Background: an optimization exercise with open tools, aiming at small area and a short achievable clock period. Do not read the settings as production practice.
Where RTL was checked, it was by simulation tests only, not by an equivalence proof against the original.
The RTL of run 8 was laid out without a check of its function.
No activity file was given, so power comes from the tool's default toggle rates.

File: flow/design.v
`timescale 1ns/1ps
`default_nettype none
module spi_mem_slave #(
  parameter int         ADDR_W    = 8,
  parameter logic [7:0] ID_BYTE   = 8'hA5,
  parameter             INIT_FILE = ""
) (
  input  logic       clk,
  input  logic       resetn,
  input  logic       spi_sck,
  input  logic       spi_cs,
  input  logic       spi_mosi,
  output logic       spi_miso,
  output logic       busy,
  output logic [7:0] last_cmd,
  output logic       xfer_done
);
  localparam logic [7:0] c_CMD_READ  = 8'h03;
  localparam logic [7:0] c_CMD_WRITE = 8'h02;
  localparam logic [7:0] c_CMD_ID    = 8'h9F;
  typedef enum logic [2:0] {
    S_IDLE   = 3'd0,
    S_CMD    = 3'd1,
    S_ADDR   = 3'd2,
    S_RD     = 3'd3,
    S_WR     = 3'd4,
    S_ID     = 3'd5,
    S_IGNORE = 3'd6
  } state_t;
  state_t r_state;
  state_t w_state_nxt;
  logic              r_sck_m, r_sck_s, r_sck_d;
  logic              r_cs_m, r_cs_s;
  logic              r_busy;        
  logic              r_mosi_m, r_mosi_s;
  logic [2:0]        r_bit_cnt;
  logic [6:0]        r_rx_sr;
  logic [6:0]        r_tx_sr;
  logic              r_miso;
  logic              r_load_pend;
  logic [7:0]        r_addr;
  logic [7:0]        r_last_cmd;
  logic              r_xfer_done;
  logic [7:0]        r_rd_data;
  logic       w_rise, w_fall, w_active, w_byte_done, w_mem_we;
  logic [7:0] w_rx_byte, w_tx_src;
  assign w_rise      = r_sck_s & ~r_sck_d;
  assign w_fall      = ~r_sck_s & r_sck_d;
  assign w_active    = ~r_cs_s & (r_state != S_IDLE);
  assign w_byte_done = w_active & w_rise & (r_bit_cnt == 3'd7);
  assign w_rx_byte   = {r_rx_sr, r_mosi_s};
  assign w_mem_we    = w_byte_done & (r_state == S_WR);
  assign w_tx_src    = (r_state == S_ID) ? ID_BYTE : r_rd_data;
  assign spi_miso  = r_miso;
  assign busy      = r_busy;
  assign last_cmd  = r_last_cmd;
  assign xfer_done = r_xfer_done;
  always_ff @(posedge clk or negedge resetn) begin
    if (!resetn) begin
      r_sck_m  <= 1'b0;
      r_sck_s  <= 1'b0;
      r_sck_d  <= 1'b0;
      r_cs_m   <= 1'b1;
      r_cs_s   <= 1'b1;
      r_busy   <= 1'b0;
      r_mosi_m <= 1'b0;
      r_mosi_s <= 1'b0;
    end else begin
      r_sck_m  <= spi_sck;
      r_sck_s  <= r_sck_m;
      r_sck_d  <= r_sck_s;
      r_cs_m   <= spi_cs;
      r_cs_s   <= r_cs_m;
      r_busy   <= ~r_cs_m;
      r_mosi_m <= spi_mosi;
      r_mosi_s <= r_mosi_m;
    end
  end
  always_ff @(posedge clk or negedge resetn) begin
    if (!resetn) r_state <= S_IDLE;
    else         r_state <= w_state_nxt;
  end
  always_comb begin
    w_state_nxt = r_state;
    if (r_cs_s) begin
      w_state_nxt = S_IDLE;
    end else begin
      case (r_state)
        S_IDLE: w_state_nxt = S_CMD;
        S_CMD: begin
          if (w_byte_done) begin
            case (w_rx_byte)
              c_CMD_READ, c_CMD_WRITE: w_state_nxt = S_ADDR;
              c_CMD_ID:                w_state_nxt = S_ID;
              default:                 w_state_nxt = S_IGNORE;
            endcase
          end
        end
        S_ADDR: begin
          if (w_byte_done)
            w_state_nxt = (r_last_cmd == c_CMD_READ) ? S_RD : S_WR;
        end
        default: w_state_nxt = r_state;
      endcase
    end
  end
  always_ff @(posedge clk or negedge resetn) begin
    if (!resetn) begin
      r_bit_cnt   <= 3'd0;
      r_miso      <= 1'b0;
      r_load_pend <= 1'b0;
      r_addr      <= '0;
      r_last_cmd  <= 8'h00;
      r_xfer_done <= 1'b0;
    end else begin
      r_xfer_done <= r_cs_s & (r_state != S_IDLE);
      if (!w_active) begin
        r_bit_cnt   <= 3'd0;
        r_miso      <= 1'b0;
        r_load_pend <= 1'b0;
      end else begin
        if (w_rise) begin
          r_bit_cnt <= r_bit_cnt + 3'd1;
          if (r_bit_cnt == 3'd7) begin
            case (r_state)
              S_CMD: begin
                r_last_cmd  <= w_rx_byte;
                r_load_pend <= (w_rx_byte == c_CMD_ID);
              end
              S_ADDR: begin
                r_addr      <= w_rx_byte;
                r_load_pend <= (r_last_cmd == c_CMD_READ);
              end
              S_RD, S_ID: r_load_pend <= 1'b1;
              S_WR:       r_addr <= r_addr + 8'd1;
              default: ;
            endcase
          end
        end
        if (w_fall) begin
          if (r_state == S_RD || r_state == S_ID) begin
            if (r_load_pend) begin
              r_miso      <= w_tx_src[7];
              r_load_pend <= 1'b0;
              if (r_state == S_RD) r_addr <= r_addr + 8'd1;
            end else begin
              r_miso  <= r_tx_sr[6];
            end
          end else begin
            r_miso <= 1'b0;
          end
        end
      end
    end
  end
  always_ff @(posedge clk) begin
    if (w_active && w_rise) r_rx_sr <= w_rx_byte[6:0];
    if (w_active && w_fall && (r_state == S_RD || r_state == S_ID))
      r_tx_sr <= r_load_pend ? w_tx_src[6:0] : {r_tx_sr[5:0], 1'b0};
  end
  logic [3:0] r_q;             
  logic [3:0] r_wa;            
  logic [3:0] r_wh1;           
  logic [7:0] r_wd;            
  logic [3:0] r_bh;            
  logic [15:0][7:0] w_buf;
  logic       w_addr_rise4, w_addr_hi, w_wslot, w_ld0, w_ld8;
  assign w_addr_rise4 = w_active & w_rise & (r_bit_cnt == 3'd3) & (r_state == S_ADDR);
  assign w_addr_hi    = (r_state == S_ADDR) & r_bit_cnt[2];
  assign w_wslot      = (r_wh1 == r_q);
  assign w_ld0        = (r_bh == r_q);
  assign w_ld8        = (r_bh == {~r_q[3], r_q[2:0]});
  always_ff @(posedge clk) begin
    r_q <= r_q - 4'd1;
    if (w_mem_we) begin
      r_wa  <= r_addr[3:0];
      r_wh1 <= r_addr[7:4] + 4'd1;
      r_wd  <= w_rx_byte;
    end
    if (w_addr_rise4)  r_bh <= {r_rx_sr[2:0], r_mosi_s};
    else if (!w_addr_hi) r_bh <= r_addr[7:4];
    if (!w_addr_hi) r_rd_data <= w_buf[r_addr[3:0]];
  end
  for (genvar n = 0; n < 16; n++) begin : g_ring
    logic [127:0] r_ring;      
    logic [7:0]   w_in;
    logic [7:0]   r_buf;       
    assign w_in = (w_wslot && r_wa == 4'(n)) ? r_wd : r_ring[127:120];
    always_ff @(posedge clk) begin
      r_ring <= {r_ring[119:0], w_in};
      r_buf  <= ({8{w_ld0}} & r_ring[7:0]) | ({8{w_ld8}} & r_ring[71:64]) |
                ({8{~(w_ld0 | w_ld8)}} & r_buf);
    end
    assign w_buf[n] = r_buf;
  end
endmodule
`default_nettype wire
File: flow/constraint.sdc
create_clock -name core_clock -period 5.5 [get_ports {clk}]
set_input_delay 1.1000 -clock core_clock [delete_from_list [all_inputs] [get_ports {clk}]]
set_output_delay 1.1000 -clock core_clock [all_outputs]
set_load 0.01 [all_outputs]
File: flow/run.sh
#!/bin/bash
# synth_recipe.tcl (not shown) runs the flow's synth.tcl, then flattens the netlist and writes it again
# the make line also repeats each setting of config.mk as NAME=value (left out here)
make -C /OpenROAD-flow-scripts/flow DESIGN_CONFIG=/design/flow/config.mk WORK_HOME=/design/flow/orfs CLKGATE_MAP_FILE= SYNTH_SCRIPT=/design/flow/synth_recipe.tcl finish
File: flow/config.mk
export PLATFORM = sky130hd
export DESIGN_NAME = spi_mem_slave
export DESIGN_NICKNAME = spi_mem_slave
export VERILOG_FILES = /design/flow/design.v
export SDC_FILE = /design/flow/constraint.sdc
export NUM_CORES = 4
export LEC_CHECK = 0
export CAP_MARGIN = 20
export CORE_MARGIN = 2
export CORE_UTILIZATION = 70
export CTS_CLUSTER_DIAMETER = 80
export CTS_CLUSTER_SIZE = 24
export SETUP_SLACK_MARGIN = 3.2
export SLEW_MARGIN = 20
==> flow_summary.ini, run 1 <==
[synthesis]
synth-simple-area-share_pct = 1.96
synth_top_area_share_pct = 83.8
ys_warn_count = 1
yosysTopAreaCell = dfxtp_1
synth_seq_cells = 2255
ys_top_cells_by_area = dfxtp_1 84%, mux2_2 3.0%, mux2i_1 2.5%, edfxtp_1 2.4%, mux4_2 1.7%
synthDistinctLibCells = 60
synth_flop_cell = dfxtp_1
synth_compound_area_share_pct = 1.93
synth_fp_nets = 3089
yosysSeqAreaShare_pct = 87.8
synth_edf_count = 42
synthXorXnorAreaFrac_pct = 0.235
syn_inst = 3078
synth_mux_area_share_pct = 7.23
avgSynthCellArea_um2 = 16.9
synth-async-reset-ratio_pct = 1.46
synth_fa_ha_area_share_pct = 0.144
synth_area_mm2 = 0.0521
synth_top_family_by_area = multiplexers

[global_route]
grt_overflow = 0
grt_start_max_net_pins = 97
grt_pass1_wl_um = 125000
grtUsageTotal_pct = 21.5
grt_pass1_vias = 21600
antenna_found_initial = 8

[power_and_ir_drop]
power.density_mw_per_mm2 = 433
p_total_mw = 24.4
p_leak_nw = 22.0
vdd_drop_max_mv = 0.368

[layout]
area_growth_pct = 8.35
register_area_mm2 = 0.0457
multi_input_area_mm2 = 0.00613
fill_cells = 4303
antenna_cells = 0
layout.nets = 3183
drive_gt1_share_pct = 12.1
final_area_mm2 = 0.0565

[placement]
place.gp.congestion = 0.815
post_dp_cell_area_mm2 = 0.0533
dpl.hpwl_um = 47800
port_buffers = 15

[setup_path]
path_delay_family = simple AND/OR/NAND/NOR gates
path_cells = xnor2_1 > nand4_1 > nor3_2 > nand2_1 > mux2_2
critPathMaxStageDelay_ns = 0.59
critPathRequiredTime_ns = 6.06
critPathMaxFanout = 8
crit_arrival_ns = 3.02
r2r_cells = 5
r2r_setup_slack_ns = 3.04
path_buf_inv = 0
crit_slowest_cell = nand2_1
path_class = flop to flop
crit_path_end_kind = flop
r2r_end = g_ring[0].r_ring[3]
crit-reg2reg-launch = r_q[3]
setup.worst_path.start = r_q[3]
start_kind = flop

[cts]
cts_root_buf = clkbuf_16
cts_sinks = 2255
cts_buffer_depth = 3
clk_pin_slew_ns = 0.09
cts-buffers-inserted = 103
clkLatencyLatePin_ns = 0.68
cts_tree = yes
h-tree-depth = 3

[routing]
vias_per_cell = 5.03
wl_per_cell_um = 19.7
first_pass_iters = 5
drc = 0
drt_iter0_drc = 1365
wl_um = 81900
routed-via-count = 20900
antenna_left = 0

[floorplan]
rows = 100
die_w_um = 277
die-area_mm2 = 0.0766
num_io_pins = 16
fp.coreArea_mm2 = 0.0741
die_height_um = 277
initial_utilization_pct = 70.3

[worst_hold_path]
hold_depth = 0
min_from = g_ring[2].r_ring[82]
hold_class = flop to flop
min_to = g_ring[2].r_ring[90]

[sta]
relSlewSlack_pct = 25.5
worst_pin_slew_ns = 1.12
hold_viol = 0
max_freq_mhz = 406
min_period_ns = 2.46
slew_violations = 0
setup_tns_ns = 0
fin_worst_skew_ns = 0.0231
setup_viol = 0
rsz0062_at_grt = true
min_period_over_period_pct = 44.7

[status]
status = finished clean

[job]
drv_cap = 0
-- worst max-delay path by stage --
stage,endpoint,depth (start not counted)
final,g_ring[0].r_ring[3],5
after global routing,g_ring[8].r_ring[3],5
after CTS,xfer_done,1
after detailed placement,r_rd_data[2],3
after global placement,r_rd_data[4],3
after floorplan,r_bh[0],7
-- cell usage after synthesis (2+ instances only) --
| cell type | n |
|---|---|
| mux2i_1 | 129 |
| mux2_2 | 138 |
| mux4_2 | 40 |
| nand4_1 | 4 |
| o21ai_0 | 141 |
| nor3_2 | 2 |
| dfstp_2 | 2 |
| buf_2 | 26 |
| a2bb2oi_1 | 2 |
| buf_1 | 6 |
| dfrtp_1 | 31 |
| nor2b_1 | 10 |
| or3_1 | 2 |
| and3_1 | 3 |
| a22oi_1 | 4 |
| o22ai_1 | 3 |
| nor4_1 | 2 |
| xor2_1 | 5 |
| inv_1 | 16 |
| xnor2_1 | 9 |
| mux2_1 | 2 |
| a22o_1 | 4 |
| clkbuf_1 | 39 |
| edfxtp_1 | 42 |
| and2_1 | 3 |
| dfxtp_1 | 2180 |
| a21o_1 | 2 |
| nor3_1 | 4 |
| o22a_1 | 2 |
| nand2_1 | 160 |
| a2111oi_0 | 2 |
| nand3_1 | 7 |
| nor2_1 | 15 |
| a21oi_1 | 9 |
| nor3b_2 | 2 |
| ha_1 | 6 |
-- final cells by class --
cell class	count	share of cell area, %
sequential	2255	81.0
multi-input combinational	735	10.9
clock buffer	121	4.80
tap	969	2.15
timing repair buffer	61	0.993
inverter	16	0.106
clock inverter	2	0.0687
-- sequential cells by signal (all words and copies together), names as in the netlist, 3 cells and up --
| register | flops |
|---|---|
| r_q | 4 |
| r_bit_cnt | 3 |
| r_wh1 | 4 |
| r_wd | 8 |
| r_wa | 4 |
| r_tx_sr | 7 |
| r_bh | 4 |
| r_rx_sr | 7 |
| r_last_cmd | 8 |
| r_state | 3 |
| g_ring.r_buf | 128 |
| r_addr | 8 |
| g_ring.r_ring | 2048 |
| r_rd_data | 8 |
-- routing by layer --
metal / global-route usage, % / vias up / wire, um
met1: 32.9 / 10200 / 41300
met5: 0 / - / 0
met2: 31.3 / 389 / 34400
met4: 7.61 / 0 / 2800
met3: 3.68 / 157 / 3380
li1: - / 10100 / -
-- stage by stage --
stage / hold slack (ns) / std cells / util, % / worst slack (ns)
floorplan: 0.310 / 3078 / - / 3.32
global placement: 0.310 / 4004 / 72.0 / 2.71
detailed placement: 0.312 / 4005 / 72.0 / 2.69
CTS: 0.316 / 4142 / 75.9 / 3.06
global route: 0.326 / 4159 / 76.2 / 2.92
finish: 0.321 / 4159 / 76.2 / 3.04
-- report_power, final --
part | leakage, nW | switching (mW) | internal (mW)
clock network | 1.34 | 4.54 | 3.49
logic | 2.25 | 0.0214 | 0.0154
registers | 18.4 | 0.0112 | 16.4
total | 22.0 | 4.58 | 19.9
-- what timing repair did --
action	CTS	global route
setup buffers	14	15
pin swaps	2	2
resized for setup	70	13
setup endpoints to repair	187	154
cloned	0	2
hold buffers	0	0
-- logic make-up after synthesis --
group	count (synthesis)
XOR/XNOR	14
flip-flops	2255
multiplexers	309
AND/OR/NAND/NOR	225
AO/OA/AOI/OAI	179
buffers and inverters	90
adder cells (fa/ha/maj)	6
-- placed cells by master (no fill, tap or decap), types with 3 or more instances in the layout --
master	instances
dfxtp_1	2180
nand2_1	154
o21ai_0	141
mux2_2	138
mux2i_1	129
clkbuf_16	106
edfxtp_1	42
mux4_2	40
buf_4	40
dfrtp_1	22
inv_1	16
clkbuf_1	15
nor2_1	14
a21oi_1	9
buf_6	8
dfrtp_2	8
nor2b_1	7
xnor2_1	6
ha_1	6
buf_12	6
nand3_1	5
xor2_1	4
nand4_1	4
nand2_2	4
a22oi_1	4
a22o_1	4
buf_2	4
nor3_1	3
xnor2_2	3
nor2b_4	3
nor3_2	3
nand3_2	3
and2_1	3
o22ai_1	3
clkdlybuf4s50_1	3
==> run 2: changes to the inputs <==
--- a/flow/config.mk
+++ b/flow/config.mk
@@ -10,5 +10,5 @@
 export CORE_UTILIZATION = 70
 export CTS_CLUSTER_DIAMETER = 80
 export CTS_CLUSTER_SIZE = 24
-export SETUP_SLACK_MARGIN = 3.2
+export SETUP_SLACK_MARGIN = 4.0
 export SLEW_MARGIN = 20
==> flow_summary.ini, run 2 <==
[status]
status = finished clean

[sta]
fin_worst_skew_ns = 0.0272
rsz0062_at_grt = true
min_period_over_period_pct = 43.6
setup_viol = 0
hold_viol = 0
fin_ws_ns = 3.10
setup_tns_ns = 0
slew_violations = 0
worst_pin_slew_ns = 1.27
relSlewSlack_pct = 15.6
max_freq_mhz = 417
min_period_ns = 2.40
hold-worst-slack_ns = 0.317

[routing]
first_pass_iters = 5
drc = 0
vias_per_cell = 5.39
drt_iter0_drc = 1620
wl_um = 114000
antenna_left = 0
routed-via-count = 23300
wl_per_cell_um = 26.4

[layout]
final_area_mm2 = 0.0619
area_growth_pct = 18.9
final_common_cell = dfxtp_1
largest_reg_flops = 2048
layout.nets = 3353
reg_top3 = g_ring.r_ring: 2048 flops, g_ring.r_buf: 128 flops
most-common-layout-cells = 2176 x dfxtp_1, 108 x clkbuf_16, 81 x mux2_2, 70 x o21ai_1, 67 x o21ai_2
antenna_cells = 0
fill_cells = 3298
final_cells = 4328
utilization_pct = 83.6
top_register = g_ring.r_ring
drive_gt1_share_pct = 25.3

[cts]
cts_hold_buf = 0
h-tree-depth = 3
clk_pin_slew_ns = 0.11
cts_buffer_depth = 3
cts_sinks = 2255
cts-buffers-inserted = 103
cts_root_buf = clkbuf_16
cts_tree = yes
clkLatencyLatePin_ns = 0.69

[floorplan]
fp.coreArea_mm2 = 0.0741
die-area_mm2 = 0.0766
die_height_um = 277
num_io_pins = 16
die_w_um = 277
rows = 100
initial_utilization_pct = 70.3

[placement]
place.gp.congestion = 0.816
dpl.hpwl_um = 45800
dp_cells = 3999
post_dp_cell_area_mm2 = 0.0536
dp_slack_ns = 2.65
port_buffers = 15

[synthesis]
ys_top_cells_by_area = dfxtp_1 84%, mux2_2 3.0%, mux2i_1 2.5%, edfxtp_1 2.4%, mux4_2 1.7%
yosysSeqAreaShare_pct = 87.8
synth-async-reset-ratio_pct = 1.46
synth_edf_count = 42
synth_flop_cell = dfxtp_1
synthDistinctLibCells = 60
synth_fp_nets = 3089
yosysTopAreaCell = dfxtp_1
synth_top_area_share_pct = 83.8
synth_seq_cells = 2255
synthTopCellsByCount = 2180 x dfxtp_1, 160 x nand2_1, 141 x o21ai_0
ys_warn_count = 1
syn_inst = 3078
synth_area_mm2 = 0.0521
avgSynthCellArea_um2 = 16.9
yosysMostFrequentCell = dfxtp_1

[worst_hold_path]
hold_class = flop to flop

[power_and_ir_drop]
p_leak_nw = 24.7
power.density_mw_per_mm2 = 398
p_total_mw = 24.6
vdd_drop_max_mv = 0.339

[global_route]
grt_pass1_vias = 23900
grt_overflow = 0
grt_pass1_wl_um = 157000
antenna_found_initial = 1
grtUsageTotal_pct = 28.0
grt_start_max_net_pins = 34

[setup_path]
crit_arrival_ns = 1.30
crit_path_end_kind = output port
r2r_setup_slack_ns = 3.32
critPathMaxFanout = 1
crit_slowest_cell = dfrtp_2
path_class = flop to output port
critPathRequiredTime_ns = 4.40
path_cells = buf_6
start_kind = flop
path_buf_inv = 1
path_delay_family = flip-flops
critPathMaxStageDelay_ns = 0.47

[job]
drv_cap = 0
## run 2: cell count changes in the layout (fill, tap and decap cells not counted), sizes merged
cell	before	now
nand3	9	13
buf	58	220
clkbuf	121	123
inv	17	18
## run 2: metal layers
| layer | GRT usage, % | share of wire (%) | wire length, um | up-vias |
|---|---|---|---|---|
| li1 | - | - | - | 10500 |
| met1 | 40.3 | 43 | 49300 | 11800 |
| met2 | 43.4 | 47 | 53200 | 749 |
| met3 | 4.88 | 5.6 | 6400 | 277 |
| met4 | 10.3 | 4.6 | 5230 | 0 |
| met5 | 0 | 0 | 0 | - |
## run 2: area by class of cell
type | instances | area [um^2] | area share, %
Sequential cell | 2255 | 45800 | 73.9
Clock buffer | 119 | 2660 | 4.29
Timing Repair Buffer | 227 | 3690 | 5.96
Inverter | 16 | 60.1 | 0.0970
Multi-Input combinational cell | 739 | 8500 | 13.7
Tap cell | 969 | 1210 | 1.96
Clock inverter | 3 | 47.5 | 0.0768
## run 2: worst paths after layout
kind / from / end / cells past startpoint
max: r_xfer_done / xfer_done / 1
min: g_ring[13].r_ring[96] / g_ring[13].r_ring[104] / 0
max in group asynchronous: resetn / r_addr[0] / 1
max reg2reg: r_wh1[0] / g_ring[9].r_ring[3] / 9
min in group asynchronous: resetn / r_last_cmd[5] / 1
min reg2reg: g_ring[13].r_ring[96] / g_ring[13].r_ring[104] / 0
## run 2: power breakdown
| group | leakage [nW] | internal (mW) | switching [mW] |
|---|---|---|---|
| clock network | 1.32 | 3.44 | 4.77 |
| logic | 4.94 | 0.0320 | 0.0413 |
| registers | 18.4 | 16.4 | 0.0100 |
| total | 24.7 | 19.8 | 4.82 |
## run 2: logic make-up after synthesis
kind of cell | count (synthesis) | synth area share, %
AOI/OAI and AO/OA | 179 | 1.93
adders and majority gates | 6 | 0.144
and+or+nand+nor | 225 | 1.96
DFF | 2255 | 87.8
xor gates and xnor gates | 14 | 0.235
muxes | 309 | 7.23
buffers and inverters | 90 | 0.735
## run 2: timing repair
| item | in CTS | in global routing |
|---|---|---|
| cloned | 56 | 4 |
| setup endpoints to repair | 344 | 343 |
| buffers inserted | 112 | 35 |
| pin swaps | 134 | 71 |
| gates resized for setup | 550 | 277 |
==> run 3: changes to the inputs <==
--- a/flow/config.mk
+++ b/flow/config.mk
@@ -10,5 +10,5 @@
 export CORE_UTILIZATION = 70
 export CTS_CLUSTER_DIAMETER = 80
 export CTS_CLUSTER_SIZE = 24
-export SETUP_SLACK_MARGIN = 4.0
+export SETUP_SLACK_MARGIN = 5.0
 export SLEW_MARGIN = 20
==> flow_summary.ini, run 3 <==
[sta]
setup_tns_ns = 0
relSlewSlack_pct = 45.3
min_period_ns = 2.43
fin_ws_ns = 3.07
min_period_over_period_pct = 44.2
max_freq_mhz = 411
rsz0062_at_grt = true
slew_violations = 0
setup_viol = 0
fin_worst_skew_ns = 0.0336
worst_pin_slew_ns = 0.821
hold_viol = 0

[synthesis]
avgSynthCellArea_um2 = 16.9
synth_top_family_by_area = multiplexers
ys_top_cells_by_area = dfxtp_1 84%, mux2_2 3.0%, mux2i_1 2.5%, edfxtp_1 2.4%, mux4_2 1.7%
synth_mux_area_share_pct = 7.23
yosysMostFrequentCell = dfxtp_1
yosysTopAreaCell = dfxtp_1
synth-async-reset-ratio_pct = 1.46
ys_warn_count = 1
yosysSeqAreaShare_pct = 87.8
synth-simple-area-share_pct = 1.96
syn_inst = 3078
synthDistinctLibCells = 60
synth_edf_count = 42
synthXorXnorAreaFrac_pct = 0.235
synth_top_area_share_pct = 83.8
synth_fp_nets = 3089
synthTopCellsByCount = 2180 x dfxtp_1, 160 x nand2_1, 141 x o21ai_0
synth_seq_cells = 2255
synth_fa_ha_area_share_pct = 0.144
synth_flop_cell = dfxtp_1
synth_compound_area_share_pct = 1.93
synth_area_mm2 = 0.0521

[global_route]
grt_start_max_net_pins = 34
grt_pass1_wl_um = 155000
antenna_found_initial = 4
grt_pass1_vias = 23900
grt_overflow = 0
grtUsageTotal_pct = 27.5

[floorplan]
num_io_pins = 16
die-area_mm2 = 0.0766
die_w_um = 277
initial_utilization_pct = 70.3
fp.coreArea_mm2 = 0.0741
die_height_um = 277
rows = 100

[job]
drv_cap = 0

[cts]
cts-buffers-inserted = 103
cts_root_buf = clkbuf_16
clkLatencyLatePin_ns = 0.70
h-tree-depth = 3
clk_pin_slew_ns = 0.10
cts_sinks = 2255
cts_buffer_depth = 3
cts_tree = yes

[setup_path]
start_kind = flop
crit_path_end_kind = output port
crit_arrival_ns = 1.33
path_delay_family = flip-flops
crit_slowest_cell = dfrtp_2
critPathMaxFanout = 1
critPathRequiredTime_ns = 4.40
path_buf_inv = 1
path_class = flop to output port
critPathMaxStageDelay_ns = 0.49
path_cells = buf_6

[layout]
final_cells = 4365
largest_reg_flops = 2048
reg_top3 = g_ring.r_ring: 2048 flops, g_ring.r_buf: 128 flops
utilization_pct = 84.0
fill_cells = 3218
drive_gt1_share_pct = 26.5
area_growth_pct = 19.4
layout.nets = 3389
most-common-layout-cells = 2170 x dfxtp_1, 110 x clkbuf_16, 99 x mux2i_1, 91 x o21ai_2
top_register = g_ring.r_ring
final_common_cell = dfxtp_1

[placement]
dp_cells = 4004
place.gp.congestion = 0.814
dpl.hpwl_um = 47200
dp_slack_ns = 2.80
port_buffers = 15

[routing]
wl_per_cell_um = 26.2
drc = 0
drt_iter0_drc = 1704
routed-via-count = 23500
antenna_left = 0
wl_um = 114000
first_pass_iters = 5
vias_per_cell = 5.37

[power_and_ir_drop]
power.density_mw_per_mm2 = 397
p_leak_nw = 25.3
vdd_drop_max_mv = 0.339
p_total_mw = 24.7

[worst_hold_path]
hold_class = input port to async pin

[status]
status = finished clean
==> run 3: cell counts after synthesis <==
No cell type changed its count.
==> run 3: worst paths after layout <==
path / start / endpoint / slack [ns] / depth (start not counted)
max: r_xfer_done / xfer_done / 3.07 / 1
max reg2reg: r_addr[0] / r_rd_data[4] / 3.27 / 4
max in group asynchronous: resetn / r_cs_m / 5.02 / 1
min: resetn / r_busy / 0.23 / 1
min in group core_clock: g_ring[5].r_ring[87] / g_ring[5].r_ring[95] / 0.32 / 0
min reg2reg: g_ring[5].r_ring[87] / g_ring[5].r_ring[95] / 0.32 / 0
==> run 3: routing by layer <==
metal  part of all wire, %  vias to the layer above  GRT usage [%]
li1                      -                    10600              -
met1                    43                    11800           39.8
met2                    47                      740           43.3
met3                   5.8                      254           4.14
met4                   3.7                        0           9.36
met5                     0                        -              0
==> run 3: worst reg2reg max path, stage by stage, from the launching register on <==
cell and delay [ns]:
dfrtp_2 0.55, buf_12 0.15, buf_12 0.13, mux4_2 0.65, mux4_2 0.50
==> run 3: timing repair <==
action	4_1_cts	5_1_grt
setup buffers	120	53
hold buffers	0	0
gates cloned	59	6
pin swaps	60	43
resized for setup	472	265
setup endpoints to repair	419	392
==> run 3: report_power, final <==
part / internal (mW) / switching [mW]
clock network: 3.52 / 4.76
registers: 16.4 / 0.0104
logic: 0.0409 / 0.0441
total: 19.9 / 4.81
==> run 3: logic make-up after synthesis <==
group	Yosys count
AO/OA/AOI/OAI	179
buffers and inverters	90
AND/OR/NAND/NOR	225
multiplexers	309
flip-flops	2255
adder cells (fa/ha/maj)	6
XOR/XNOR	14
==> run 3: stage by stage <==
stage               instance area, um^2  hold slack (ns)
floorplan                         52700            0.310
global placement                  53600            0.309
detailed placement                53600            0.312
CTS                               60600            0.218
global route                      62200            0.231
finish                            62200            0.231
==> run 3: final cells by class <==
cell class / count / area [um^2] / share of cell area, %
flip-flops and latches: 2255 / 45800 / 73.6
clock inverters: 2 / 28.8 / 0.0463
clock buffers: 120 / 2730 / 4.38
multi-input cells: 739 / 8320 / 13.4
repair buffers: 263 / 4100 / 6.59
well taps: 969 / 1210 / 1.95
inverters: 16 / 62.6 / 0.101
diodes: 1 / 2.50 / 0.00402
==> run 4: changes to the inputs <==
--- a/flow/config.mk
+++ b/flow/config.mk
@@ -10,5 +10,5 @@
 export CORE_UTILIZATION = 70
 export CTS_CLUSTER_DIAMETER = 80
 export CTS_CLUSTER_SIZE = 24
-export SETUP_SLACK_MARGIN = 5.0
+export SETUP_SLACK_MARGIN = 3.35
 export SLEW_MARGIN = 20
==> flow_summary.ini, run 4 <==
[status]
status = finished clean

[power_and_ir_drop]
p_int_mw = 19.8
vdd_drop_max_mv = 0.341
p_sw_share_pct = 18.8
clkPwrFrac_pct = 32.9
pwr-share-seq_pct = 67.0
power.density_mw_per_mm2 = 432
p_leak_nw = 22.1
p_sw_mw = 4.60
p_comb_share_pct = 0.1

[layout]
final_cells = 4156
largest_reg_flops = 2048
reg_top3 = g_ring.r_ring: 2048 flops, g_ring.r_buf: 128 flops
utilization_pct = 76.4
final_common_cell = dfxtp_1
most-common-layout-cells = 2176 x dfxtp_1, 151 x nand2_1, 141 x o21ai_0, 138 x mux2_2, 129 x mux2i_1
area_growth_pct = 8.61
fill_cells = 4358
layout.nets = 3180
top_register = g_ring.r_ring
antenna_cells = 0
drive_gt1_share_pct = 12.6

[setup_path]
critPathMaxStageDelay_ns = 0.48
critPathMaxFanout = 1
path_cells = buf_6
critPathRequiredTime_ns = 4.40
crit_path_end_kind = output port
path_class = flop to output port
crit_arrival_ns = 1.31
cp.depth = 1
path_buf_inv = 1
crit-reg2reg-launch = r_last_cmd[4]
r2r_end = r_state[2]
r2r_setup_slack_ns = 3.28
start_kind = flop
crit_slowest_cell = dfrtp_2
r2r_cells = 7
path_delay_family = flip-flops

[worst_hold_path]
hold_depth = 0
hold_class = flop to flop
min_to = g_ring[4].r_ring[52]
min_from = g_ring[4].r_ring[44]

[synthesis]
yosysSeqAreaShare_pct = 87.8
yosysTopAreaCell = dfxtp_1
avgSynthCellArea_um2 = 16.9
synth_top_area_share_pct = 83.8
syn_inst = 3078
synth_seq_cells = 2255
synthDistinctLibCells = 60
synth_edf_count = 42
synthTopCellsByCount = 2180 x dfxtp_1, 160 x nand2_1, 141 x o21ai_0
ys_warn_count = 1
synth_area_mm2 = 0.0521
synth_fp_nets = 3089
yosysMostFrequentCell = dfxtp_1
ys_top_cells_by_area = dfxtp_1 84%, mux2_2 3.0%, mux2i_1 2.5%, edfxtp_1 2.4%, mux4_2 1.7%
synth-async-reset-ratio_pct = 1.46
synth_flop_cell = dfxtp_1

[global_route]
grtUsageTotal_pct = 21.1
grt_start_max_net_pins = 113
grt_pass1_vias = 21200
grt_overflow = 0
grt_pass1_wl_um = 123000
antenna_found_initial = 3

[placement]
port_buffers = 15
dp_cells = 4003
dpl.hpwl_um = 47700
place.gp.congestion = 0.860
dp_slack_ns = 2.70

[sta]
hold_viol = 0
hold-worst-slack_ns = 0.319
min_period_over_period_pct = 43.9
worst_pin_slew_ns = 1.05
fin_worst_skew_ns = 0.0240
relSlewSlack_pct = 30.2
setup_tns_ns = 0
max_freq_mhz = 415
setup_viol = 0
min_period_ns = 2.41
rsz0062_at_grt = true
slew_violations = 0
fin_ws_ns = 3.09

[cts]
clkLatencyLatePin_ns = 0.68
cts_sinks = 2255
cts_tree = yes
cts-buffers-inserted = 103
cts_root_buf = clkbuf_16
clk_pin_slew_ns = 0.10
h-tree-depth = 3
cts_hold_buf = 0
cts_buffer_depth = 3

[floorplan]
die_height_um = 277
fp.coreArea_mm2 = 0.0741
rows = 100
initial_utilization_pct = 70.3
die_w_um = 277
num_io_pins = 16
die-area_mm2 = 0.0766

[routing]
drt_iter0_drc = 1225
antenna_left = 0
wl_per_cell_um = 19.3
wl_um = 80400
routed-via-count = 20700
drc = 0
first_pass_iters = 5
vias_per_cell = 4.99

[job]
drv_cap = 0
run 4: cell count changes in the layout (fill, tap and decap cells not counted), moves of 39 or more:
cell	previous run	this run
mux2_2	72	138
buf_6	67	13
buf_16	60	1
nand2_1	42	151
nand2_4	72	9
buf_12	44	5
o21ai_1	41	0
mux2_4	68	0
o21ai_2	91	0
o21ai_0	4	141
run 4: final cells by class:
| cell class | count | area [um^2] | share of cell area, % |
|---|---|---|---|
| Timing Repair Buffer | 59 | 579 | 1.02 |
| Sequential cell | 2255 | 45700 | 80.8 |
| Clock buffer | 118 | 2680 | 4.73 |
| Clock inverter | 5 | 76.3 | 0.135 |
| Inverter | 16 | 60.1 | 0.106 |
| Multi-Input combinational cell | 734 | 6230 | 11.0 |
| Tap cell | 969 | 1210 | 2.14 |
run 4: logic make-up (layout without fill, tap and decap cells):
kind of cell               after synthesis  in the layout  share of synthesized area (%)
DFF                                   2255           2255                           87.8
adders and majority gates                6              6                          0.144
and+or+nand+nor                        225            226                           1.96
AOI/OAI and AO/OA                      179            179                           1.93
xor gates and xnor gates                14             14                          0.235
muxes                                  309            309                           7.23
buffers and inverters                   90            198                          0.735
run 4: how the worst max path moves through the flow:
| stage | from | slack (ns) | endpoint |
|---|---|---|---|
| global route | r_miso | 3.06 | spi_miso |
| floorplan | r_bit_cnt[0] | 3.36 | r_wa[0] |
| finish | r_xfer_done | 3.09 | xfer_done |
| global placement | r_addr[0] | 2.76 | r_rd_data[7] |
| CTS | r_xfer_done | 3.05 | xfer_done |
| detailed placement | r_addr[0] | 2.70 | r_rd_data[7] |
run 4: timing repair:
item | 4_1_cts | 5_1_grt
setup buffers | 11 | 18
pin swaps | 3 | 8
gates resized for setup | 88 | 32
setup endpoints to repair | 279 | 224
gates cloned | 0 | 1
run 4: metal layers:
metal	global-route usage, %	routed length, um	vias to the layer above
met5	0	0	-
met4	6.51	2090	0
met3	2.66	2450	137
met2	32.4	35700	331
met1	31.9	40200	10200
li1	-	-	10100
run 4: stage by stage:
step / total power [mW] / area, um^2
2_1_floorplan: 16.8 / 52100
3_3_place_gp: 16.8 / 53300
3_5_place_dp: 16.8 / 53300
4_1_cts: 24.6 / 56300
5_1_grt: 25.2 / 56600
6_report: 24.4 / 56600
run 4: power groups by stage:
stage          Combinational [mW]  Sequential, mW  Clock [mW]
2_1_floorplan              0.0181            16.8           0
3_3_place_gp               0.0274            16.8           0
3_5_place_dp               0.0288            16.8           0
4_1_cts                    0.0302            16.4        8.21
5_1_grt                    0.0348            16.4        8.76
6_report                   0.0319            16.4        8.03
==> run 5: changes to the inputs <==
--- a/flow/config.mk
+++ b/flow/config.mk
@@ -8,7 +8,8 @@
 export CAP_MARGIN = 20
 export CORE_MARGIN = 2
 export CORE_UTILIZATION = 70
+export CTS_BUF_LIST = sky130_fd_sc_hd__clkbuf_8 sky130_fd_sc_hd__clkbuf_16
 export CTS_CLUSTER_DIAMETER = 80
 export CTS_CLUSTER_SIZE = 24
-export SETUP_SLACK_MARGIN = 3.35
+export SETUP_SLACK_MARGIN = 3.5
 export SLEW_MARGIN = 20
==> flow_summary.ini, run 5 <==
[sta]
min_period_over_period_pct = 43.8
relSlewSlack_pct = 41.5
setup_tns_ns = 0
hold-worst-slack_ns = 0.325
slew_violations = 0
worst_pin_slew_ns = 0.874
fin_ws_ns = 3.09
rsz0062_at_grt = true
hold_viol = 0
setup_viol = 0
max_freq_mhz = 415
fin_worst_skew_ns = 0.0254
min_period_ns = 2.41

[setup_path]
r2r_end = g_ring[13].r_ring[5]
crit-reg2reg-launch = r_wh1[3]
path_delay_family = flip-flops
endpoint = xfer_done
critPathMaxFanout = 1
crit_arrival_ns = 1.31
critPathRequiredTime_ns = 4.40
start_kind = flop
path_cells = buf_6
critPathMaxStageDelay_ns = 0.48
crit_path_end_kind = output port
setup.worst_path.start = r_xfer_done
r2r_setup_slack_ns = 3.35
r2r_cells = 8
crit_slowest_cell = dfrtp_2
cp.depth = 1
path_buf_inv = 1
path_class = flop to output port

[synthesis]
yosysTopAreaCell = dfxtp_1
yosysMostFrequentCell = dfxtp_1
synth_flop_cell = dfxtp_1
synth_top_family_by_area = multiplexers
synthXorXnorAreaFrac_pct = 0.235
synth_mux_area_share_pct = 7.23
synthDistinctLibCells = 60
synth_edf_count = 42
syn_inst = 3078
synth_area_mm2 = 0.0521
synthTopCellsByCount = 2180 x dfxtp_1, 160 x nand2_1, 141 x o21ai_0
synth-async-reset-ratio_pct = 1.46
avgSynthCellArea_um2 = 16.9
ys_warn_count = 1
synth_top_area_share_pct = 83.8
yosysSeqAreaShare_pct = 87.8
synth_fp_nets = 3089
synth_fa_ha_area_share_pct = 0.144
ys_top_cells_by_area = dfxtp_1 84%, mux2_2 3.0%, mux2i_1 2.5%, edfxtp_1 2.4%, mux4_2 1.7%
synth_compound_area_share_pct = 1.93
synth_seq_cells = 2255
synth-simple-area-share_pct = 1.96

[global_route]
grt_pass1_vias = 21500
grtUsageTotal_pct = 22.2
grt_overflow = 0
grt_start_max_net_pins = 155
grt_pass1_wl_um = 129000
antenna_found_initial = 7

[layout]
reg_top3 = g_ring.r_ring: 2048 flops, g_ring.r_buf: 128 flops
drive_gt1_share_pct = 13.5
largest_reg_flops = 2048
most-common-layout-cells = 2176 x dfxtp_1, 150 x nand2_1, 141 x o21ai_0, 129 x mux2i_1, 107 x clkbuf_16
fill_cells = 4175
final_cells = 4185
final_common_cell = dfxtp_1
utilization_pct = 77.4
area_growth_pct = 10.0
final_area_mm2 = 0.0573
top_register = g_ring.r_ring
layout.nets = 3209

[routing]
vias_per_cell = 5.04
drc = 0
wl_per_cell_um = 20.4
routed-via-count = 21100
wl_um = 85200
drt_iter0_drc = 1358
first_pass_iters = 5
antenna_left = 0

[status]
status = finished clean

[placement]
port_buffers = 15
post_dp_cell_area_mm2 = 0.0533
dp_cells = 4000
dpl.hpwl_um = 48000
dp_slack_ns = 2.73
place.gp.congestion = 0.853

[power_and_ir_drop]
power.density_mw_per_mm2 = 427
p_sw_mw = 4.62
clkPwrFrac_pct = 33.0
p_sw_share_pct = 18.9
p_comb_share_pct = 0.2
vdd_drop_max_mv = 0.354
p_leak_nw = 22.4
p_total_mw = 24.5
p_int_mw = 19.9
pwr-share-seq_pct = 66.9

[cts]
h-tree-depth = 3
cts_sinks = 2255
cts_root_buf = clkbuf_16
cts-buffers-inserted = 103
clk_pin_slew_ns = 0.10
cts_tree = yes
clkLatencyLatePin_ns = 0.68
cts_buffer_depth = 3

[floorplan]
num_io_pins = 16
fp.coreArea_mm2 = 0.0741
die_height_um = 277
die_w_um = 277
rows = 100
die-area_mm2 = 0.0766
initial_utilization_pct = 70.3

[job]
drv_cap = 0

[worst_hold_path]
min_from = g_ring[13].r_ring[19]
hold_class = flop to flop
## run 5: changes by cell type in the layout (fill, tap and decap cells not counted), moves of 4 or more
cell,delta
mux2_2,-40
inv_1,+13
mux2_4,+42
clkbuf_1,-13
buf_4,+7
nand3_4,+5
buf_12,+9
buf_2,+4
buf_16,+6
## run 5: cell type report
cell class / instances / area, um^2 / area share [%]
Clock inverter: 15 / 77.6 / 0.135
Antenna cell: 1 / 2.50 / 0.00436
Tap cell: 969 / 1210 / 2.11
Multi-Input combinational cell: 738 / 6570 / 11.5
Timing Repair Buffer: 84 / 986 / 1.72
Clock buffer: 107 / 2680 / 4.67
Inverter: 16 / 60.1 / 0.105
Sequential cell: 2255 / 45800 / 79.8
## run 5: cells by family (layout without fill, tap and decap cells)
| kind of cell | after synthesis | after routing |
|---|---|---|
| fa+ha+maj | 6 | 6 |
| mux | 309 | 309 |
| buf+inv | 90 | 222 |
| compound gates | 179 | 179 |
| xor+xnor | 14 | 14 |
| flops | 2255 | 2255 |
| other cells | 0 | 1 |
| simple gates | 225 | 230 |
## run 5: metal layers
layer / track usage (%) / part of all wire (%) / vias to the layer above
li1: - / - / 10200
met1: 33.9 / 49 / 10400
met2: 33.2 / 44 / 403
met3: 3.01 / 4.2 / 124
met4: 7.20 / 2.6 / 2
met5: 0 / 0.014 / -
## run 5: timing repair
| action | CTS | global route |
|---|---|---|
| pin swaps | 9 | 19 |
| cloned | 6 | 2 |
| hold buffers | 0 | 0 |
| setup endpoints to repair | 317 | 192 |
| setup buffers | 38 | 14 |
| gates resized for setup | 117 | 70 |
## run 5: power groups by stage
stage | logic (mW) | registers [mW] | clock network [mW]
after floorplan | 0.0188 | 16.8 | 0
after global routing | 0.0431 | 16.4 | 8.77
after detailed placement | 0.0291 | 16.8 | 0
after global placement | 0.0282 | 16.8 | 0
final | 0.0395 | 16.4 | 8.07
after CTS | 0.0333 | 16.4 | 8.21
## run 5: worst min path at each step
stage                                  endpoint  slack [ns]  cells after the start
after global routing      g_ring[10].r_ring[59]        0.33                      0
final                     g_ring[13].r_ring[27]        0.32                      0
after detailed placement   g_ring[0].r_ring[25]        0.31                      0
after global placement    g_ring[12].r_ring[81]        0.31                      0
after floorplan           g_ring[0].r_ring[100]        0.31                      0
after CTS                 g_ring[11].r_ring[58]        0.32                      0
==> run 6: changes to the inputs <==
--- a/flow/config.mk
+++ b/flow/config.mk
@@ -8,8 +8,7 @@
 export CAP_MARGIN = 20
 export CORE_MARGIN = 2
 export CORE_UTILIZATION = 70
-export CTS_BUF_LIST = sky130_fd_sc_hd__clkbuf_8 sky130_fd_sc_hd__clkbuf_16
-export CTS_CLUSTER_DIAMETER = 80
-export CTS_CLUSTER_SIZE = 24
+export CTS_CLUSTER_DIAMETER = 90
+export CTS_CLUSTER_SIZE = 28
 export SETUP_SLACK_MARGIN = 3.5
 export SLEW_MARGIN = 20
==> flow_summary.ini, run 6 <==
[sta]
max_freq_mhz = 418
min_period_ns = 2.39
relSlewSlack_pct = 17.9
min_period_over_period_pct = 43.5
rsz0062_at_grt = true
fin_ws_ns = 3.11
fin_worst_skew_ns = 0.0251
setup_viol = 0
slew_violations = 0
hold_viol = 0
setup_tns_ns = 0
hold-worst-slack_ns = 0.321
worst_pin_slew_ns = 1.23

[setup_path]
path_delay_family = flip-flops
crit_slowest_cell = dfrtp_2
r2r_setup_slack_ns = 3.40
critPathMaxStageDelay_ns = 0.47
critPathRequiredTime_ns = 4.40
start_kind = flop
critPathMaxFanout = 1
crit-reg2reg-launch = r_wh1[0]
path_cells = buf_6
setup.worst_path.start = r_xfer_done
path_buf_inv = 1
crit_path_end_kind = output port
crit_arrival_ns = 1.29
r2r_cells = 7
path_class = flop to output port
r2r_end = g_ring[3].r_ring[3]

[cts]
clkLatencyLatePin_ns = 0.68
cts_hold_buf = 0
clk_pin_slew_ns = 0.10
cts_sinks = 2255
cts-buffers-inserted = 90
cts_buffer_depth = 3
h-tree-depth = 3
cts_root_buf = clkbuf_16
cts_tree = yes

[status]
status = finished clean

[synthesis]
synthTopCellsByCount = 2180 x dfxtp_1, 160 x nand2_1, 141 x o21ai_0
synth_area_mm2 = 0.0521
synthDistinctLibCells = 60
synth_flop_cell = dfxtp_1
synth-async-reset-ratio_pct = 1.46
synth_edf_count = 42
avgSynthCellArea_um2 = 16.9
yosysTopAreaCell = dfxtp_1
yosysSeqAreaShare_pct = 87.8
ys_top_cells_by_area = dfxtp_1 84%, mux2_2 3.0%, mux2i_1 2.5%, edfxtp_1 2.4%, mux4_2 1.7%
syn_inst = 3078
ys_warn_count = 1
yosysMostFrequentCell = dfxtp_1
synth_seq_cells = 2255
synth_fp_nets = 3089
synth_top_area_share_pct = 83.8

[layout]
fill_cells = 4240
top_register = g_ring.r_ring
drive_gt1_share_pct = 13.3
final_common_cell = dfxtp_1
layout.nets = 3195
largest_reg_flops = 2048
area_growth_pct = 9.57
reg_top3 = g_ring.r_ring: 2048 flops, g_ring.r_buf: 128 flops
antenna_cells = 0
most-common-layout-cells = 2176 x dfxtp_1, 150 x nand2_1, 141 x o21ai_0, 128 x mux2i_1, 94 x clkbuf_16
final_cells = 4170

[power_and_ir_drop]
p_comb_share_pct = 0.2
pwr-share-seq_pct = 68.2
vdd_drop_max_mv = 0.390
power.density_mw_per_mm2 = 421
p_leak_nw = 22.2
p_sw_share_pct = 18.9
clkPwrFrac_pct = 31.7
p_sw_mw = 4.55
p_int_mw = 19.5
p_total_mw = 24.0

[placement]
port_buffers = 15
dpl.hpwl_um = 48000
dp_slack_ns = 2.73
dp_cells = 4000
place.gp.congestion = 0.853

[floorplan]
initial_utilization_pct = 70.3
num_io_pins = 16
fp.coreArea_mm2 = 0.0741
die_height_um = 277
rows = 100
die-area_mm2 = 0.0766
die_w_um = 277

[routing]
wl_per_cell_um = 20.5
routed-via-count = 21100
wl_um = 85300
antenna_left = 0
vias_per_cell = 5.05
first_pass_iters = 5
drc = 0
drt_iter0_drc = 1191

[worst_hold_path]
hold_depth = 0
hold_class = flop to flop
min_from = g_ring[1].r_ring[87]
min_to = g_ring[1].r_ring[95]

[global_route]
grtUsageTotal_pct = 22.0
grt_pass1_vias = 21400
grt_overflow = 0
antenna_found_initial = 2
grt_start_max_net_pins = 155
grt_pass1_wl_um = 128000

[job]
drv_cap = 0
## run 6: layer usage
metal	vias to the layer above	GRT usage, %	routed length [um]
met5	-	0	12
met2	365	33.1	36900
met3	161	2.85	3110
li1	10200	-	-
met4	2	6.76	2730
met1	10300	33.9	42500
## run 6: cell families after synthesis
family	after synthesis	synth area share, %
simple gates	225	1.96
xor+xnor	14	0.235
mux	309	7.23
buf+inv	90	0.735
compound gates	179	1.93
fa+ha+maj	6	0.144
flops	2255	87.8
## run 6: how the worst max path moves through the flow
stage | endpoint | depth (start not counted)
floorplan | r_bh[0] | 7
global placement | g_ring[11].r_ring[5] | 5
detailed placement | g_ring[11].r_ring[3] | 5
CTS | xfer_done | 1
global route | xfer_done | 1
finish | xfer_done | 1
## run 6: area by class of cell
class | instances | area (um^2) | share of cell area, %
clock buffer | 104 | 2370 | 4.15
sequential | 2255 | 45800 | 80.1
tap | 969 | 1210 | 2.12
timing repair buffer | 82 | 967 | 1.69
inverter | 16 | 60.1 | 0.105
clock inverter | 5 | 77.6 | 0.136
multi-input combinational | 739 | 6650 | 11.7
## run 6: repair_timing
item / in CTS / in global routing
endpoints found under the hold margin: 0 / 0
cloned: 5 / 4
endpoints found under the setup margin: 317 / 208
gates resized for setup: 117 / 78
setup buffers: 39 / 12
pin swaps: 11 / 14
## run 6: per-stage QoR
stage / util [%] / area (um^2)
after floorplan: - / 52100
after global placement: 72.0 / 53300
after detailed placement: 72.0 / 53300
after CTS: 76.3 / 56500
after global routing: 77.1 / 57100
final: 77.1 / 57100
## run 6: power groups by stage
stage                     registers (mW)  logic (mW)  clock network, mW
final                               16.4      0.0382               7.61
after global routing                16.4      0.0415               8.31
after CTS                           16.4      0.0335               7.75
after detailed placement            16.8      0.0291                  0
after global placement              16.8      0.0282                  0
after floorplan                     16.8      0.0188                  0
==> run 7: changes to the inputs <==
--- a/flow/config.mk
+++ b/flow/config.mk
@@ -7,8 +7,8 @@
 export LEC_CHECK = 0
 export CAP_MARGIN = 20
 export CORE_MARGIN = 2
-export CORE_UTILIZATION = 70
-export CTS_CLUSTER_DIAMETER = 90
-export CTS_CLUSTER_SIZE = 28
+export CORE_UTILIZATION = 65
+export CTS_CLUSTER_DIAMETER = 70
+export CTS_CLUSTER_SIZE = 30
 export SETUP_SLACK_MARGIN = 3.5
 export SLEW_MARGIN = 20
==> flow_summary.ini, run 7 <==
[layout]
multi_input_area_mm2 = 0.00644
reg_top3 = g_ring.r_ring: 2048 flops, g_ring.r_buf: 128 flops
fill_cells = 5058
area_growth_pct = 8.99
register_area_mm2 = 0.0458
most-common-layout-cells = 2176 x dfxtp_1, 151 x nand2_1, 141 x o21ai_0, 129 x mux2i_1, 105 x mux2_2
layout.nets = 3181
top_register = g_ring.r_ring
drive_gt1_share_pct = 12.9
final_common_cell = dfxtp_1
largest_reg_flops = 2048

[global_route]
grt_pass1_wl_um = 128000
antenna_found_initial = 5
grtUsageTotal_pct = 20.6
grt_pass1_vias = 21100
grt_overflow = 0
grt_start_max_net_pins = 113

[synthesis]
yosysMostFrequentCell = dfxtp_1
synth_flop_cell = dfxtp_1
synth_fp_nets = 3089
synth_seq_cells = 2255
synth-async-reset-ratio_pct = 1.46
ys_warn_count = 1
synth_top_area_share_pct = 83.8
yosysSeqAreaShare_pct = 87.8
synthTopCellsByCount = 2180 x dfxtp_1, 160 x nand2_1, 141 x o21ai_0
yosysTopAreaCell = dfxtp_1
avgSynthCellArea_um2 = 16.9
synthDistinctLibCells = 60
syn_inst = 3078
synth_area_mm2 = 0.0521
ys_top_cells_by_area = dfxtp_1 84%, mux2_2 3.0%, mux2i_1 2.5%, edfxtp_1 2.4%, mux4_2 1.7%
synth_edf_count = 42

[sta]
min_period_over_period_pct = 43.4
setup_tns_ns = 0
relSlewSlack_pct = 24.1
max_freq_mhz = 419
slew_violations = 0
min_period_ns = 2.39
setup_viol = 0
worst_pin_slew_ns = 1.14
fin_worst_skew_ns = 0.0180
hold_viol = 0
rsz0062_at_grt = true

[routing]
wl_per_cell_um = 19.7
vias_per_cell = 4.90
first_pass_iters = 6
drt_iter0_drc = 1253
wl_um = 83400
routed-via-count = 20800
antenna_left = 0
drc = 0

[cts]
cts_sinks = 2255
cts_root_buf = clkbuf_16
clk_pin_slew_ns = 0.11
cts_hold_buf = 0
clkLatencyLatePin_ns = 0.67
cts-buffers-inserted = 85
cts_buffer_depth = 3
h-tree-depth = 3
cts_tree = yes

[floorplan]
num_io_pins = 16
die_w_um = 287
die-area_mm2 = 0.0824
fp.coreArea_mm2 = 0.0791
initial_utilization_pct = 65.8
die_height_um = 287
rows = 103

[setup_path]
critPathMaxFanout = 1
path_delay_family = flip-flops
crit_arrival_ns = 1.29
r2r_setup_slack_ns = 3.43
start_kind = flop
critPathRequiredTime_ns = 4.40
path_buf_inv = 1
path_cells = buf_6
crit_path_end_kind = output port
r2r_end = r_rd_data[6]
path_class = flop to output port
r2r_cells = 4
crit_slowest_cell = dfrtp_2
crit-reg2reg-launch = r_addr[0]
critPathMaxStageDelay_ns = 0.48

[power_and_ir_drop]
p_sw_share_pct = 19.0
p_comb_share_pct = 0.2
vdd_drop_max_mv = 0.300
pwr-share-seq_pct = 68.8
p_int_mw = 19.3
p_sw_mw = 4.53
clkPwrFrac_pct = 31.1
p_total_mw = 23.8
p_leak_nw = 22.1
power.density_mw_per_mm2 = 420

[placement]
port_buffers = 15
place.gp.congestion = 0.781
dpl.hpwl_um = 48100

[worst_hold_path]
hold_class = flop to flop
min_from = g_ring[10].r_ring[117]
min_to = g_ring[10].r_ring[125]
hold_depth = 0

[status]
status = finished clean

[job]
drv_cap = 0
==> run 7: cell types whose count changed in the layout (fill, tap and decap cells not counted), moves of 5 or more <==
cell       change
nand2_8        -5
nand2_4        +5
buf_4          -7
clkbuf_16      -6
mux2_2        +15
mux2_4        -17
==> run 7: power groups by stage <==
stage | Clock, mW | Sequential [mW] | Combinational [mW]
floorplan | 0 | 16.8 | 0.0188
global placement | 0 | 16.8 | 0.0287
detailed placement | 0 | 16.8 | 0.0302
CTS | 7.56 | 16.4 | 0.0349
global route | 8.13 | 16.4 | 0.0403
finish | 7.41 | 16.4 | 0.0370
==> run 7: cell type report <==
class                   instances  area share [%]
clock buffers                  98            3.91
repair buffers                 77            1.62
inverters                      16           0.106
flip-flops and latches       2255            80.6
clock inverters                 7           0.134
well taps                    1050            2.31
diodes                          2         0.00881
multi-input cells             735            11.3
==> run 7: timing repair <==
action | in CTS | in global routing
pin swaps | 13 | 10
setup endpoints to repair | 305 | 116
gates cloned | 4 | 1
setup buffers | 42 | 5
endpoints found under the hold margin | 0 | 0
gates resized for setup | 105 | 61
==> run 7: logic make-up after synthesis <==
| group | Yosys count | synth area share [%] |
|---|---|---|
| AO/OA/AOI/OAI | 179 | 1.93 |
| XOR/XNOR | 14 | 0.235 |
| adder cells (fa/ha/maj) | 6 | 0.144 |
| buffers and inverters | 90 | 0.735 |
| flip-flops | 2255 | 87.8 |
| multiplexers | 309 | 7.23 |
| AND/OR/NAND/NOR | 225 | 1.96 |
==> run 7: routing by layer <==
layer,global-route usage (%),up-vias,share of wire [%]
met5,0,-,0
met3,2.79,127,3.3
met4,4.53,0,2.0
met2,31.3,308,43
met1,31.8,10200,51
li1,-,10100,-
==> run 7: worst max-delay path by stage <==
stage | from | cells past startpoint | to
finish | r_xfer_done | 1 | xfer_done
global route | r_xfer_done | 1 | xfer_done
CTS | r_xfer_done | 1 | xfer_done
detailed placement | r_q[3] | 5 | g_ring[14].r_ring[0]
global placement | r_q[3] | 5 | g_ring[14].r_ring[4]
floorplan | r_state[2] | 7 | r_bh[0]
==> run 7: stage by stage <==
stage | setup slack, ns | hold WS (ns) | instances | util (%) | area (um^2)
floorplan | 3.52 | 0.310 | 3078 | - | 52100
global placement | 2.69 | 0.310 | 4081 | 67.5 | 53400
detailed placement | 2.68 | 0.312 | 4081 | 67.5 | 53400
CTS | 3.06 | 0.324 | 4232 | 71.3 | 56400
global route | 3.06 | 0.321 | 4238 | 71.8 | 56800
finish | 3.11 | 0.318 | 4240 | 71.8 | 56800
==> run 8: changes to the inputs <==
--- a/flow/design.v
+++ b/flow/design.v
@@ -41,6 +41,8 @@
   logic [7:0]        r_addr;
   logic [7:0]        r_last_cmd;
   logic              r_xfer_done;
+  logic              r_xfer_pre;    
+  logic              r_cmd_rd;      
   logic [7:0]        r_rd_data;
   logic       w_rise, w_fall, w_active, w_byte_done, w_mem_we;
   logic [7:0] w_rx_byte, w_tx_src;
@@ -98,7 +100,7 @@
         end
         S_ADDR: begin
           if (w_byte_done)
-            w_state_nxt = (r_last_cmd == c_CMD_READ) ? S_RD : S_WR;
+            w_state_nxt = r_cmd_rd ? S_RD : S_WR;
         end
         default: w_state_nxt = r_state;
       endcase
@@ -112,8 +114,11 @@
       r_addr      <= '0;
       r_last_cmd  <= 8'h00;
       r_xfer_done <= 1'b0;
+      r_xfer_pre  <= 1'b0;
+      r_cmd_rd    <= 1'b0;
     end else begin
-      r_xfer_done <= r_cs_s & (r_state != S_IDLE);
+      r_xfer_pre  <= r_cs_m & (w_state_nxt != S_IDLE);
+      r_xfer_done <= r_xfer_pre;
       if (!w_active) begin
         r_bit_cnt   <= 3'd0;
         r_miso      <= 1'b0;
@@ -125,11 +130,12 @@
             case (r_state)
               S_CMD: begin
                 r_last_cmd  <= w_rx_byte;
+                r_cmd_rd    <= (w_rx_byte == c_CMD_READ);
                 r_load_pend <= (w_rx_byte == c_CMD_ID);
               end
               S_ADDR: begin
                 r_addr      <= w_rx_byte;
-                r_load_pend <= (r_last_cmd == c_CMD_READ);
+                r_load_pend <= r_cmd_rd;
               end
               S_RD, S_ID: r_load_pend <= 1'b1;
               S_WR:       r_addr <= r_addr + 8'd1;
==> flow_summary.ini, run 8 <==
[status]
status = finished clean

[synthesis]
synth_top_family_by_area = multiplexers
synth_compound_area_share_pct = 1.87
yosysTopAreaCell = dfxtp_1
synth_flop_cell = dfxtp_1
yosysMostFrequentCell = dfxtp_1
synth_mux_area_share_pct = 7.73
syn_inst = 3076
avgSynthCellArea_um2 = 17.1
synth_edf_count = 42
synthTopCellsByCount = 2180 x dfxtp_1, 141 x nand2_1, 135 x o21ai_1
ys_warn_count = 1
synth_seq_cells = 2257
synth_top_area_share_pct = 82.9
synth-simple-area-share_pct = 2.23
yosysSeqAreaShare_pct = 87.0
synthDistinctLibCells = 67
ys_top_cells_by_area = dfxtp_1 83%, mux2i_1 2.5%, edfxtp_1 2.4%, mux2_4 2.3%, mux4_2 1.7%
synth_area_mm2 = 0.0526
synth-async-reset-ratio_pct = 1.55
synth_fa_ha_area_share_pct = 0.143
synthXorXnorAreaFrac_pct = 0.216
synth_fp_nets = 3087

[layout]
layout.nets = 3196
final_common_cell = dfxtp_1
largest_reg_flops = 2048
top_register = g_ring.r_ring
drive_gt1_share_pct = 12.7
most-common-layout-cells = 2177 x dfxtp_1, 140 x nand2_1, 135 x o21ai_1, 129 x mux2i_1, 128 x mux2_4
antenna_cells = 0
fill_cells = 5095
area_growth_pct = 9.10
final_cells = 4261
reg_top3 = g_ring.r_ring: 2048 flops, g_ring.r_buf: 128 flops

[routing]
wl_um = 81800
routed-via-count = 20800
drc = 0
first_pass_iters = 5
antenna_left = 0
drt_iter0_drc = 1154
wl_per_cell_um = 19.2
vias_per_cell = 4.88

[cts]
clk_pin_slew_ns = 0.11
cts_tree = yes
cts_hold_buf = 0
cts_root_buf = clkbuf_16
h-tree-depth = 3
cts_sinks = 2257
cts-buffers-inserted = 85
cts_buffer_depth = 3
clkLatencyLatePin_ns = 0.65

[floorplan]
die_height_um = 289
initial_utilization_pct = 65.5
die_w_um = 289
num_io_pins = 16
rows = 104
die-area_mm2 = 0.0832
fp.coreArea_mm2 = 0.0803

[power_and_ir_drop]
clkPwrFrac_pct = 30.8
p_leak_nw = 22.4
p_int_mw = 19.3
p_sw_share_pct = 18.7
p_sw_mw = 4.44
p_comb_share_pct = 0.1
vdd_drop_max_mv = 0.296
p_total_mw = 23.7
power.density_mw_per_mm2 = 413
pwr-share-seq_pct = 69.1

[setup_path]
critPathRequiredTime_ns = 4.40
crit_path_end_kind = output port
crit_arrival_ns = 1.28
path_delay_family = flip-flops
crit_slowest_cell = dfrtp_2
critPathMaxStageDelay_ns = 0.48
path_class = flop to output port
critPathMaxFanout = 2
r2r_setup_slack_ns = 3.44
path_buf_inv = 1
start_kind = flop
path_cells = buf_6

[job]
drv_cap = 0

[placement]
dpl.hpwl_um = 47800
place.gp.congestion = 0.776
dp_cells = 4090
port_buffers = 15

[sta]
fin_worst_skew_ns = 0.0308
max_freq_mhz = 421
hold_viol = 0
setup_viol = 0
relSlewSlack_pct = 29.3
min_period_ns = 2.38
slew_violations = 0
worst_pin_slew_ns = 1.06
rsz0062_at_grt = true
min_period_over_period_pct = 43.2
setup_tns_ns = 0

[global_route]
grt_start_max_net_pins = 103
antenna_found_initial = 1
grtUsageTotal_pct = 19.7
grt_overflow = 0
grt_pass1_vias = 20900
grt_pass1_wl_um = 124000

[worst_hold_path]
hold_class = flop to flop
==> run 8: changes by cell type in the layout (fill, tap and decap cells not counted), sizes merged, moves of 5 or more <==
cell,previous run,this run
buf,71,86
nand2b,1,6
nand2,160,141
nand3,9,22
nor2b,10,3
==> run 8: final cells by class <==
| type | count | area [um^2] | area share [%] |
|---|---|---|---|
| clock buffer | 98 | 2220 | 3.86 |
| clock inverter | 5 | 40.0 | 0.0697 |
| inverter | 19 | 71.3 | 0.124 |
| multi-input combinational | 729 | 6820 | 11.9 |
| sequential | 2257 | 45800 | 79.8 |
| tap | 1060 | 1330 | 2.31 |
| timing repair buffer | 93 | 1140 | 1.98 |
==> run 8: path summary, 6_finish.rpt <==
kind | start | to | depth (start not counted)
worst max-delay path | r_miso | spi_miso | 1
min in group asynchronous | resetn | r_sck_m | 1
worst min register to register | g_ring[15].r_ring[102] | g_ring[15].r_ring[110] | 0
worst min-delay path | g_ring[15].r_ring[102] | g_ring[15].r_ring[110] | 0
max in group asynchronous | resetn | r_addr[1] | 1
worst max register to register | r_wh1[2] | g_ring[13].r_ring[2] | 8
==> run 8: power by group through the flow <==
stage / Combinational, mW / Sequential [mW] / Clock (mW)
final: 0.0258 / 16.4 / 7.32
after global routing: 0.0283 / 16.4 / 8.08
after CTS: 0.0224 / 16.4 / 7.51
after detailed placement: 0.0218 / 16.8 / 0
after global placement: 0.0209 / 16.8 / 0
after floorplan: 0.0110 / 16.8 / 0
==> run 8: what timing repair did <==
| action | in CTS | in global routing |
|---|---|---|
| resized for setup | 141 | 32 |
| setup buffers | 36 | 24 |
| pin swaps | 5 | 6 |
| setup endpoints to repair | 304 | 259 |
| cloned | 5 | 3 |
==> run 8: cell families after synthesis <==
| group | Yosys count |
|---|---|
| adders and majority gates | 6 |
| and+or+nand+nor | 222 |
| buffers and inverters | 93 |
| AOI/OAI and AO/OA | 176 |
| DFF | 2257 |
| muxes | 309 |
| xor gates and xnor gates | 13 |
==> run 8: stage by stage <==
| stage | setup slack [ns] | hold slack (ns) | cell area (um^2) | utilization [%] |
|---|---|---|---|---|
| after floorplan | 3.53 | 0.310 | 52600 | - |
| after global placement | 2.86 | 0.310 | 53900 | 67.1 |
| after detailed placement | 2.83 | 0.312 | 53900 | 67.1 |
| after CTS | 3.08 | 0.308 | 57000 | 71.0 |
| after global routing | 3.08 | 0.319 | 57400 | 71.5 |
| final | 3.12 | 0.316 | 57400 | 71.5 |
==> run 8: routing by layer <==
layer	share of wire (%)	vias to the layer above	global-route usage (%)
li1	-	10200	-
met4	2.7	0	6.26
met1	52	10200	30.6
met3	3.2	134	2.73
met5	0	-	0
met2	42	291	28.9

==> port drivers added, routing unchanged <==
The results above use ideal ports. As a check the final layouts listed here were re-extracted and re-timed, cells and wires unchanged.
Step 1 (the two cells are an assumption about what drives the block):
set clk [get_ports {clk}]
set_driving_cell -lib_cell sky130_fd_sc_hd__clkbuf_16 $clk
set_driving_cell -lib_cell sky130_fd_sc_hd__buf_2 [delete_from_list [all_inputs] $clk]
Step 2 adds t to the input delays and takes it off the output delays; t is the mean of the earliest and latest rising clock arrival at the registers after step 1. Input paths then give back, and output paths get back, about the clock's delay inside the block.
Slacks: no drivers / after step 1 / after step 2; pairs: no drivers / after step 1.
| run | t, ns | slack for setup (ns) | slew at the worst register clock pin (ns) | pins driven straight from the clock port |
|---|---|---|---|---|
| run 1 | 0.734 | 3.039 / 3.039 / 3.039 | 0.10 / 0.10 | 1 |
| run 2 | 0.752 | 3.102 / 3.031 / 3.325 | 0.11 / 0.11 | 1 |
| run 3 | 0.754 | 3.069 / 2.998 / 3.272 | 0.11 / 0.11 | 1 |
| run 4 | 0.732 | 3.088 / 3.023 / 3.283 | 0.10 / 0.10 | 1 |
| run 5 | 0.738 | 3.092 / 3.025 / 3.352 | 0.10 / 0.10 | 1 |
| run 6 | 0.731 | 3.110 / 3.043 / 3.401 | 0.11 / 0.11 | 1 |
| run 7 | 0.730 | 3.113 / 3.043 / 3.434 | 0.11 / 0.11 | 1 |
| run 8 | 0.706 | 3.125 / 3.057 / 3.439 | 0.11 / 0.11 | 1 |
After both steps setup and hold are still met in every run listed.
